Context: an optimization exercise on an open-source flow, tuned for small area, a short achievable clock period and few clock cycles per item. The choices shown serve that exercise and are no tape-out recipe. In this exercise RTL edits were held to simulation tests only and were not proved equivalent to the original. Power is estimated from default activity; no workload was simulated.

[flow/design.v]
package bsort_pkg;
    localparam logic [1:0] KEY_FULL = 2'd0;
    localparam logic [1:0] KEY_R    = 2'd1;
    localparam logic [1:0] KEY_G    = 2'd2;
    localparam logic [1:0] KEY_B    = 2'd3;
endpackage
module bsort_cas
#(
    parameter int DATA_W = 24
) (
    input  logic [DATA_W-1:0] a_pix_i,
    input  logic [DATA_W-1:0] b_pix_i,
    input  logic [1:0]        key_sel_i,
    output logic              gt_o
);
    localparam int CH_W = DATA_W / 3;
    logic g2, g1, g0, e2, e1;
    assign g2 = a_pix_i[3*CH_W-1 -: CH_W] >  b_pix_i[3*CH_W-1 -: CH_W];
    assign g1 = a_pix_i[2*CH_W-1 -: CH_W] >  b_pix_i[2*CH_W-1 -: CH_W];
    assign g0 = a_pix_i[CH_W-1   -: CH_W] >  b_pix_i[CH_W-1   -: CH_W];
    assign e2 = a_pix_i[3*CH_W-1 -: CH_W] == b_pix_i[3*CH_W-1 -: CH_W];
    assign e1 = a_pix_i[2*CH_W-1 -: CH_W] == b_pix_i[2*CH_W-1 -: CH_W];
    assign gt_o = (key_sel_i == bsort_pkg::KEY_R) ? g2 :
                  (key_sel_i == bsort_pkg::KEY_G) ? g1 :
                  (key_sel_i == bsort_pkg::KEY_B) ? g0 :
                  (g2 | (e2 & (g1 | (e1 & g0))));
endmodule
module bsort_engine
#(
    parameter int DEPTH  = 32,
    parameter int DATA_W = 24,
    parameter int IDX_W  = $clog2(DEPTH)
) (
    input  logic              clk,
    input  logic              reset_n,
    input  logic              load,
    input  logic [DATA_W-1:0] in,
    input  logic [1:0]        key_sel,
    input  logic              descend,
    output logic              busy,
    output logic              out_valid,
    input  logic              out_ready,
    output logic [IDX_W-1:0]  image_out_index,
    output logic [DATA_W-1:0] out_data,
    output logic [1:0]        color_index,
    output logic              done
);
    localparam int               CH_W     = DATA_W / 3;
    localparam int               ENT_W    = DATA_W + IDX_W;
    localparam logic [IDX_W-1:0] LAST_IDX = IDX_W'(DEPTH - 1);
    logic              busy_q;
    logic [IDX_W-1:0]  ld_cnt_q;      
    logic [IDX_W-1:0]  ins_cnt_q;     
    logic              ins_q;         
    logic              out_valid_q;
    logic [IDX_W-1:0]  out_cnt_q;
    logic [1:0]        key_sel_q;
    logic              descend_q;
    logic [ENT_W-1:0]  new_q;
    logic [ENT_W-1:0]  ent_q [DEPTH];
    logic              accept;
    logic              pop;
    logic              last_pop;
    logic              desc_now;
    assign accept   = load && !busy_q;
    assign pop      = out_valid_q && out_ready;
    assign last_pop = pop && (out_cnt_q == LAST_IDX);
    assign desc_now = (ld_cnt_q == '0) ? descend : descend_q;
    always_ff @(posedge clk or negedge reset_n) begin
        if (!reset_n) begin
            busy_q      <= 1'b0;
            ld_cnt_q    <= '0;
            ins_cnt_q   <= '0;
            ins_q       <= 1'b0;
            out_valid_q <= 1'b0;
            out_cnt_q   <= '0;
            key_sel_q   <= bsort_pkg::KEY_FULL;
            descend_q   <= 1'b0;
        end else begin
            ins_q <= accept;
            if (accept) begin
                ld_cnt_q <= ld_cnt_q + 1'b1;
                if (ld_cnt_q == '0) begin
                    key_sel_q <= key_sel;
                    descend_q <= descend;
                end
                if (ld_cnt_q == LAST_IDX) busy_q <= 1'b1;
            end
            if (ins_q) begin
                ins_cnt_q <= ins_cnt_q + 1'b1;
                if (ins_cnt_q == LAST_IDX) out_valid_q <= 1'b1;
            end
            if (pop) begin
                out_cnt_q <= out_cnt_q + 1'b1;
                if (out_cnt_q == LAST_IDX) begin
                    out_valid_q <= 1'b0;
                    busy_q      <= 1'b0;
                end
            end
        end
    end
    always_ff @(posedge clk) begin
        if (accept) new_q <= {in ^ {DATA_W{desc_now}}, ld_cnt_q};
    end
    logic [DEPTH-1:0] shift;
    for (genvar i = 0; i < DEPTH; i++) begin : g_cmp
        logic gt;
        bsort_cas #(.DATA_W(DATA_W)) u_cas (
            .a_pix_i   (ent_q[i][ENT_W-1 -: DATA_W]),
            .b_pix_i   (new_q[ENT_W-1 -: DATA_W]),
            .key_sel_i (key_sel_q),
            .gt_o      (gt)
        );
        assign shift[i] = (IDX_W'(i) >= ins_cnt_q) || !gt;
    end
    for (genvar i = 0; i < DEPTH; i++) begin : g_ent
        logic             sel_new, sel_prev, sel_hold;
        logic [ENT_W-1:0] prev;
        if (i == 0) begin : g_first
            assign sel_new  = ins_q && shift[0];
            assign sel_prev = 1'b0;
            assign prev     = '0;
        end else begin : g_rest
            assign sel_new  = ins_q && shift[i] && !shift[i-1];
            assign sel_prev = (ins_q && shift[i-1]) || pop;
            assign prev     = ent_q[i-1];
        end
        assign sel_hold = !(sel_new || sel_prev);
        always_ff @(posedge clk) begin
            ent_q[i] <= ({ENT_W{sel_hold}} & ent_q[i])
                      | ({ENT_W{sel_new}}  & new_q)
                      | ({ENT_W{sel_prev}} & prev);
        end
    end
    logic [DATA_W-1:0] head_pix;
    logic [1:0]        head_col;
    assign head_pix = ent_q[DEPTH-1][ENT_W-1 -: DATA_W] ^ {DATA_W{descend_q}};
    assign head_col = (key_sel_q == bsort_pkg::KEY_G) ? head_pix[2*CH_W-1 -: 2] :
                      (key_sel_q == bsort_pkg::KEY_B) ? head_pix[CH_W-1 -: 2] :
                                                        head_pix[DATA_W-1 -: 2];
    assign busy            = busy_q;
    assign out_valid       = out_valid_q;
    assign out_data        = head_pix & {DATA_W{out_valid_q}};
    assign image_out_index = ent_q[DEPTH-1][IDX_W-1:0] & {IDX_W{out_valid_q}};
    assign color_index     = head_col & {2{out_valid_q}};
    assign done            = last_pop;
endmodule
[flow/run.sh]
#!/bin/bash
# synth_recipe.tcl (not shown) runs the flow's synth.tcl, then flattens the netlist and writes it again
# the make line also repeats each setting of config.mk as NAME=value (left out here)
make -C /OpenROAD-flow-scripts/flow DESIGN_CONFIG=/design/flow/config.mk WORK_HOME=/design/flow/orfs CLKGATE_MAP_FILE= SYNTH_SCRIPT=/design/flow/synth_recipe.tcl finish
[flow/config.mk]
export PLATFORM = sky130hd
export DESIGN_NAME = bsort_engine
export DESIGN_NICKNAME = bsort_engine
export VERILOG_FILES = /design/flow/design.v
export SDC_FILE = /design/flow/constraint.sdc
export NUM_CORES = 4
export LEC_CHECK = 0
export CAP_MARGIN = 20
export CORE_MARGIN = 2
export CORE_UTILIZATION = 40
export SLEW_MARGIN = 20
[flow/constraint.sdc]
create_clock -name core_clock -period 10.0 [get_ports {clk}]
set_input_delay 2.0000 -clock core_clock [delete_from_list [all_inputs] [get_ports {clk}]]
set_output_delay 2.0000 -clock core_clock [all_outputs]
set_load 0.01 [all_outputs]
==> results.txt <==
- The arrival time at the worst endpoint is around 3.6 ns.
- In the final routed layout, each cell accounts on average for approximately 33 um.
- The number of maximum-capacitance constraint violations is 0.
- The critical path starts at out_ready.
- The die area is between 100000 and 150000 um^2.
- The average via count per standard cell is slightly below 7.
- The mean area per synthesized cell is ~9.4 um^2.
- The violation count after the first detailed-routing iteration is roughly 7.4k.
- The pin count of the biggest net entering global routing is 72.
- The layout has 13.0k filler cells.
- After Yosys synthesis, full adders, half adders and majority gates account for 16.9% of the synthesized area.
- The cell area after layout is between 60000 and 70000 um^2.
- Final hold analysis gives a worst-case slack of between 0.4 and 0.5 ns.
- The sum of negative setup slack is 0 ns.
- The vias after detailed routing is ~53k.
- The element type at the critical path start is a primary input.
- The first-pass GRT wire length is 361000 um.
- The most used flip-flop cell after synthesis is dfxtp_1.
- The worst register-to-register path begins at new_q[19].
- The number of max-slew violations in the final report is 0.
- The worst setup path is of the in -> out kind.
- From left edge to right edge, the die measures approximately 380 um.
- In this run, post-CTS hold repair placed 0 buffers.
- The number of setup buffers added after CTS is 0.
- Setup repair after global routing left no endpoint under its margin.
- The hold violation total from the final report is 0.
- The via count of the first global-routing pass was 48.8k.
- Cells fill 45.2% of the core in the end.
- Port buffering added 64 buffers.
- Summing all flip-flop and latch instances after layout gives 20300 um^2.
- The path class of the tightest hold or removal check is reg -> reg.
- The final number of setup-violating endpoints is 0.
- The synthesized netlist devotes less than 1% of its cell area to XOR and XNOR gates.
- The final global-route overflow total is 0.
- After synthesis, the share of flip-flops with an asynchronous set or reset is between 2 and 2.5%.
- The synthesized netlist net count is 6674.
- The synthesized netlist devotes between 10% and 20% of its cell area to simple gates.
- The family with the most delay on the worst path is buffers and inverters.
- The smallest clock period supported by the final layout is computed as approximately 5.6 ns.
- The number of cell rows is about 140.
- The total instance count after detailed placement is roughly 7.5k.
- For the pin with the worst max-slew slack, the measured transition is about 1.3 ns.
- At the end of routability-driven placement, the weighted congestion stood at 1.01.
- The effective utilization at floorplan is about two fifths.
- In this run, CTS created clock tree buffers numbering 106.
- Timing would allow up to between 150 and 200 MHz.
- Counting flops with a built-in enable in the synthesized netlist gives 58.
- The post-detailed-route count of antenna-violating nets is 0.
- The placed wire-length estimate after detailed placement is ~170000 um.
- Summed over all layers, the routed wires come to about 260000 um.
- Summing the areas of all compound-gate instances in the mapped netlist gives 26.6% of the synthesized area.
- The clock net in this run drives a total of 978 sinks.
- Timing analysis after detailed placement gives a worst setup slack of ~4.4 ns.
- The stage delay of the slowest cell on the critical path is roughly 0.55 ns.
- The first-pass iteration count of the detailed router is 6.
- The initial antenna violation count is 25.
- The register area share after synthesis is a little over a third.
- The global routing usage summed across all routing layers is 35.2%.
- The start point of the worst hold path is ent_q[4][0].
- The ratio of cells with drive above 1 in the final layout is under 10%.
- The cell that appears most often on the critical path is clkdlybuf4s50_1.
- The number of I/O pins is 65.
- The portion of synthesized area spent on multiplexers is less than 1%.
- After detailed placement, the total cell area comes to slightly below 60000 um^2.
- The slowest stage of the critical path is the clkdlybuf4s50_1 cell.
- The tree is rooted in a clkbuf_16.
- Power spread over the standard cell area amounts to 418 nW/um^2.
- The leakage power figure is roughly 27 nW.
- For the worst setup path, the data required time is approximately 8.0 ns.
- The distinct cell type count of the synthesized netlist is between 70 and 80.
- The clock arrives with 0.0239 ns of skew.
- The worst setup path is captured at an output port.
- The DRC violation count after routing is 0.
- The critical path goes through clkdlybuf4s50_1 > buf_4 > and3_1 > clkdlybuf4s50_1.
- In the post-route analysis, the smallest setup slack over all paths is between 4 and 5 ns.
- The final cell count without fillers is slightly below 8k.
- From bottom edge to top edge, the die measures approximately 380 um.
- The worst ir drop on vdd is approximately 0.00024 V.
- After clock tree synthesis, the clock-pin slew on the worst setup and hold paths is 0.06 ns.
- The netlist area before placement is approximately 56000 um^2.
- Synthesis inferred ~1000 register bits.
- The dominant combinational cell family by area after synthesis is compound AO/OA/AOI/OAI gates.
- The number of gates resized after CTS is 0.
- The placeable core region is ~140000 um^2.
- Synthesis produced a netlist whose cell count is a little under 6k.
- The flow ran to the end and the layout has no timing, DRC or antenna violations.
- Along the worst path, the maximum fanout reaches 29.
- The area of the multi-input gates is between 30000 and 40000 um^2.
- The Yosys step of the flow raised 3 warnings.
- Headroom to the max-slew limit came out at about 15%.
- The synthesis-to-finish area growth is 12.0%.
- The count of H-tree levels built during CTS is 3.
- The clock latency of the later-clocked register in the worst-skew pair is 0.76 ns.
- The TritonCTS clock tree is built.
- The layout net count is approximately 6.6k.
- The critical path buffer and inverter count is 3.
- The maximum number of buffers from clock root to sink is 3.
- The final critical path takes up roughly 56% of the cycle.
- The overall power after layout is around 26 mW.
## power by group
part	total [mW]	switching, mW	internal [mW]	leakage [nW]
clock network	4.25	1.79	2.46	1.80
registers	7.94	2.12	5.82	8.29
logic	13.8	8.74	5.09	17.1
## cell type report
class | instances | share of cell area, %
diodes | 15 | 0.0603
repair buffers | 227 | 3.10
inverters | 162 | 0.977
multi-input cells | 4324 | 53.8
clock inverters | 47 | 0.936
flip-flops and latches | 978 | 32.6
clock buffers | 154 | 4.97
well taps | 1794 | 3.61
## metal layers
| metal | share of wire, % | GRT usage, % | routed length, um | vias to the layer above |
|---|---|---|---|---|
| li1 | - | - | - | 22700 |
| met1 | 38 | 44.3 | 98000 | 25700 |
| met2 | 41 | 50.8 | 105000 | 3508 |
| met3 | 11 | 8.61 | 29100 | 1093 |
| met4 | 9.8 | 29.0 | 25300 | 14 |
| met5 | 0.050 | 0 | 128 | - |
## final timing paths
path	endpoint	slack, ns	cells after the start
max	done	4.39	4
min in group asynchronous	ins_q	1.65	2
min	ent_q[4][0]	0.45	2
min reg2reg	ent_q[4][0]	0.45	2
max reg2reg	ent_q[30][0]	4.52	14
max in group asynchronous	key_sel_q[0]	8.02	2
## cells in the final DEF, fill, tap and decap left out, types with 28 or more instances in the layout
cell	count
dfxtp_1	899
ha_1	753
a221o_1	613
nor2_1	428
a21oi_1	264
nand2_1	251
and3_1	186
o21ai_0	169
a21o_1	167
nand4_1	162
buf_4	156
inv_1	139
a22oi_1	138
nand3_1	130
nor2b_1	126
o211ai_1	111
clkbuf_16	107
a211oi_1	92
and2_1	91
a22o_1	78
nor3_1	71
clkdlybuf4s50_1	64
edfxtp_1	58
o221ai_1	49
xnor2_1	32
mux2i_1	28
## synth_stat cells, drive strengths merged, types with 25 or more instances
cell / n / area share, %
a31oi: 27 / 0.30
o21ai: 188 / 1.7
a21o: 167 / 2.3
a211oi: 94 / 1.3
and2: 93 / 1.0
o31ai: 30 / 0.41
nor3b: 27 / 0.38
nor2b: 129 / 1.5
clkbuf: 359 / 2.4
a221o: 613 / 11
o211ai: 111 / 1.5
buf: 67 / 0.56
ha: 753 / 17
a22o: 78 / 1.2
edfxtp: 58 / 3.1
xor2: 25 / 0.39
nor3: 75 / 0.68
xnor2: 32 / 0.50
nand2: 276 / 1.9
a21oi: 273 / 2.5
dfxtp: 899 / 32
and3: 188 / 2.1
nand3: 130 / 1.2
mux2i: 29 / 0.52
a22oi: 138 / 1.9
nor2: 442 / 3.0
nand4: 162 / 1.8
inv: 162 / 1.1
o221ai: 49 / 0.77
## cell families (layout without fill, tap and decap cells)
group | after synthesis | after routing
compound gates | 1889 | 1889
fa+ha+maj | 753 | 753
other cells | 0 | 15
flops | 978 | 978
buf+inv | 588 | 590
simple gates | 1591 | 1591
mux | 34 | 34
xor+xnor | 57 | 57
## worst min-delay path, stage by stage (launching register included)
cell     delay [ns]
dfxtp_1        0.31
nand3_1        0.06
nand2_1        0.04
## sequential cells by signal, indices dropped and copies added, names as in the netlist, named ones only
name and flops:
busy_q 1, descend_q 1, ent_q 899, ins_cnt_q 5
ins_q 1, key_sel_q 2, ld_cnt_q 5, new_q 29
out_cnt_q 5, out_valid_q 1
Testbench counts, summed over its fixed seeds: cycles 12,480, images 192.

[what the ideal ports hide]
No port has a modelled driver above. Below, the same layout with a new extraction and two added sets of constraints. Step 1 sets driving cells, clkbuf_16 on the clock port and buf_2 on the other inputs (assumed; they add their load-dependent delay and slew). Step 2 times the ports against the registers' clock, not the clock port: input delays grow and output delays shrink by t, the midpoint of the rising clock arrivals with the driver on. Three values: no drivers, after step 1, after step 2; two values: the first two.
t (ns): 0.844
setup slack, ns: 4.394 / 4.372 / 4.346
pins driven straight from the clock port: 1
After both steps this run still meets setup and hold. For this run, drivers alone change the setup slack by -0.022 ns; drivers and shift together by -0.048 ns.
